From an optimization exercise on the open Yosys and OpenROAD flow, aimed at small area, a short achievable clock period and few clock cycles; shortcuts taken in it are not production practice.
RTL that was checked went through simulation tests only; none was proved equivalent to the original.

job 101:
==> module hash_chain_anchor_sealer_core, before the edit <==
module hash_chain_anchor_sealer_core (
	input  logic        clk,
	input  logic        arst_n,
	input  logic        in_valid,
	output logic        in_ready,
	input  logic [7:0]  data_byte,
	input  logic        byte_present,
	input  logic        vector_end,
	output logic        out_valid,
	input  logic        out_ready,
	output logic [63:0] anchor,
	output logic [63:0] input_hash,
	output logic [63:0] output_hash,
	output logic [63:0] context_hash
);
	localparam int D = 3;            
	logic       rdy_q, it_v, it_p, it_e;
	logic [7:0] it_b;
	logic [63:0] run_q, hv;
	logic       fire, push, pop;
	assign fire     = in_valid && rdy_q;
	assign in_ready = rdy_q;
	assign hv       = it_p ? hcas_pkg::fnv_step(run_q, it_b) : run_q;
	assign push     = it_v && it_e;
	logic [63:0] q [D];
	logic [2:0]  cnt, cnt_n;
	assign cnt_n = cnt + 3'(push) - 3'(pop);
	always_ff @(posedge clk or negedge arst_n) begin
		if (!arst_n) begin
			rdy_q <= 1'b1;
			it_v  <= 1'b0;
			run_q <= FNV_BASIS;
			cnt   <= 3'd0;
		end else begin
			it_v  <= fire;
			cnt   <= cnt_n;
			rdy_q <= (cnt_n + 3'(fire && vector_end)) < 3'(D);
			if (it_v)
				run_q <= it_e ? FNV_BASIS : hv;
		end
	end
	always_ff @(posedge clk) begin
		if (fire) begin
			it_b <= data_byte;
			it_p <= byte_present;
			it_e <= vector_end;
		end
		for (int i = 0; i < D; i++) begin
			if (pop) begin
				if (i == D - 1)
					q[i] <= hv;
				else if (push && 3'(i + 1) == cnt)
					q[i] <= hv;
				else
					q[i] <= q[i + 1];
			end else if (push && 3'(i) == cnt) begin
				q[i] <= hv;
			end
		end
	end
	logic        busy, phb, first, last, cy, cout;
	logic [1:0]  stg, step;
	logic [63:0] acc, mq, zs, zc, zs1, zc1, z0, z1, p, z2;
	logic [47:0] rs, rc, rs_n, rc_n;
	logic [15:0] chunk;
	logic [23:0] bd;
	logic [63:0] in_h, out_h, ctx_h;
	logic        ov_q;
	assign pop  = !busy && (cnt != 3'd0) && (!ov_q || out_ready);
	assign {zc1, zs1} = hcas_pkg::csa(GOLDEN_ADD, q[0] << 6, q[0] >> 2);
	assign {zc, zs}   = hcas_pkg::csa(zs1, zc1, acc);
	assign z0 = zs + zc;
	assign z1 = z0 ^ (z0 >> 30);
	hcas_mul64 u_mul (
		.sel_b (phb),
		.first (first),
		.bd    (bd),
		.rs_i  (rs),
		.rc_i  (rc),
		.cin   (cy),
		.rs_o  (rs_n),
		.rc_o  (rc_n),
		.chunk (chunk),
		.cout  (cout)
	);
	assign p  = {chunk, mq[63:16]};
	assign z2 = p ^ (p >> 27);
	always_ff @(posedge clk or negedge arst_n) begin
		if (!arst_n) begin
			busy  <= 1'b0;
			phb   <= 1'b0;
			first <= 1'b0;
			last  <= 1'b0;
			step  <= 2'd0;
			stg   <= 2'd0;
			acc   <= 64'd0;
			ov_q  <= 1'b0;
		end else begin
			if (busy && phb && last && stg == 2'd2)
				ov_q <= 1'b1;
			else if (out_ready)
				ov_q <= 1'b0;
			if (pop) begin
				busy  <= 1'b1;
				phb   <= 1'b0;
				first <= 1'b1;
				step  <= 2'd0;
				last  <= 1'b0;
			end else if (busy) begin
				step  <= step + 2'd1;
				first <= last;
				last  <= (step == 2'd2);
				if (last) begin
					phb <= 1'b1;
					if (phb) begin
						busy <= 1'b0;
						stg  <= (stg == 2'd2) ? 2'd0 : stg + 2'd1;
						acc  <= p ^ (p >> 31);
					end
				end
			end
		end
	end
	always_ff @(posedge clk) begin
		rs <= rs_n;
		rc <= rc_n;
		cy <= cout;
		if (pop) begin
			mq <= z1;
			bd <= hcas_pkg::rad4(z1[15:0]);
		end else if (busy && !phb && last) begin
			mq <= z2;
			bd <= hcas_pkg::rad4(mq[31:16] ^ mq[58:43]);
		end else begin
			mq <= {chunk, mq[63:16]};
			bd <= hcas_pkg::rad4(mq[31:16]);
		end
		if (pop) begin
			if (stg == 2'd0) in_h  <= q[0];
			if (stg == 2'd1) out_h <= q[0];
			if (stg == 2'd2) ctx_h <= q[0];
		end
	end
	assign out_valid    = ov_q;
	assign anchor       = acc;
	assign input_hash   = in_h;
	assign output_hash  = out_h;
	assign context_hash = ctx_h;
endmodule
Settings: LEC_CHECK=0, CAP_MARGIN=20, CORE_MARGIN=2, CORE_UTILIZATION=40, SETUP_SLACK_MARGIN=5, SLEW_MARGIN=20; clock period 11.0 ns.
run.sh (not shown) runs the stock make flow with config.mk's settings and CLKGATE_MAP_FILE= SYNTH_SCRIPT=/design/flow/synth_recipe.tcl, a recipe that flattens the netlist after the stock synthesis.
In summary, job 101 completed successfully, with a layout that passed the timing, DRC and antenna checks.
Testbench counts of job 101, summed over its fixed seeds: cycles 29,978.
Setup changes, job 101 to job 105
-- flow/design.v --
<<< job 101, line 129
	logic [1:0]  stg, step;
	logic [63:0] acc, mq, zs, zc, zs1, zc1, z0, z1, p, z2;
	logic [47:0] rs, rc, rs_n, rc_n;
	logic [15:0] chunk;
	logic [23:0] bd;
>>> job 105, line 129
	logic [1:0]  stg, step;
	logic [63:0] acc, mq, zs, zc, zs1, zc1, z0, z1, p, z2;
	logic [47:0] rs, rc, rs_n, rc_n, pl;
	logic [15:0] chunk;
	logic [23:0] bd;
<<< job 101, line 151
		.cout  (cout)
	);
	assign p  = {chunk, mq[63:16]};
	assign z2 = p ^ (p >> 27);
	always_ff @(posedge clk or negedge arst_n) begin
>>> job 105, line 151
		.cout  (cout)
	);
	assign p  = {chunk, pl};
	assign z2 = p ^ (p >> 27);
	always_ff @(posedge clk or negedge arst_n) begin
<<< job 101, line 193
		rc <= rc_n;
		cy <= cout;
		if (pop) begin
			mq <= z1;
>>> job 105, line 193
		rc <= rc_n;
		cy <= cout;
		pl <= {chunk, pl[47:16]};
		if (pop) begin
			mq <= z1;
<<< job 101, line 198
		end else if (busy && !phb && last) begin
			mq <= z2;
			bd <= hcas_pkg::rad4(mq[31:16] ^ mq[58:43]);
		end else begin
			mq <= {chunk, mq[63:16]};
			bd <= hcas_pkg::rad4(mq[31:16]);
		end
>>> job 105, line 199
		end else if (busy && !phb && last) begin
			mq <= z2;
			bd <= hcas_pkg::rad4(pl[15:0] ^ pl[42:27]);
		end else begin
			mq <= mq >> 16;
			bd <= hcas_pkg::rad4(mq[31:16]);
		end
--- outcome ---
Compared with job 101, in job 105 footprint of the multi-input gates lower, number of resized instances in the post-cts repair step fell about 8%.
In the metrics for job 105 and job 101, the one carrying the lower setup slack after layout is job 101.
Required time at the endpoint of the critical path on job 105 is down relative to job 101.
Relative to job 101, clock insertion delay at the later pin of the skew report increased by 30 ps in job 105.
From job 101 to job 105 the numbers moved as follows: routed length on met2 went down, number of nets in the synthesized netlist went down.
Maximum clock rate across job 105 and job 101: no real change.
| number of rows created at floorplan | lower: job 105 |
Diff job 101 -> job 105: initial antenna violation count shows a reduction of 5, wire length on met3 down about 9%.
No functional check of the RTL was part of job 105.

==> afterwards: timing with drivers on the ports <==
No port has a modelled driver above. Below, the same layouts with a new extraction and two added sets of constraints. Step 1 assumes that a clkbuf_16 drives the clock port and a buf_2 every other input. Step 2 also shifts input and output timing later by t, the mid clock arrival at the registers, as if the neighbouring blocks saw the same clock. a / b / c = ideal / step 1 / step 2; a / b = the first two.
run | t (ns) | setup slack, ns | worst hold slack (ns) | latest minus earliest clock arrival (ns)
job 101 | 0.774 | 5.110 / 5.110 / 4.898 | 0.452 / 0.452 / 0.452 | 0.037 / 0.037
job 105 | 0.779 | 5.124 / 5.124 / 5.112 | 0.398 / 0.398 / 0.398 | 0.066 / 0.066
After both steps setup and hold are still met in every run listed. The setup slack of job 101, which loses most, moves by 0.000 ns with the drivers and by -0.212 ns with both steps.
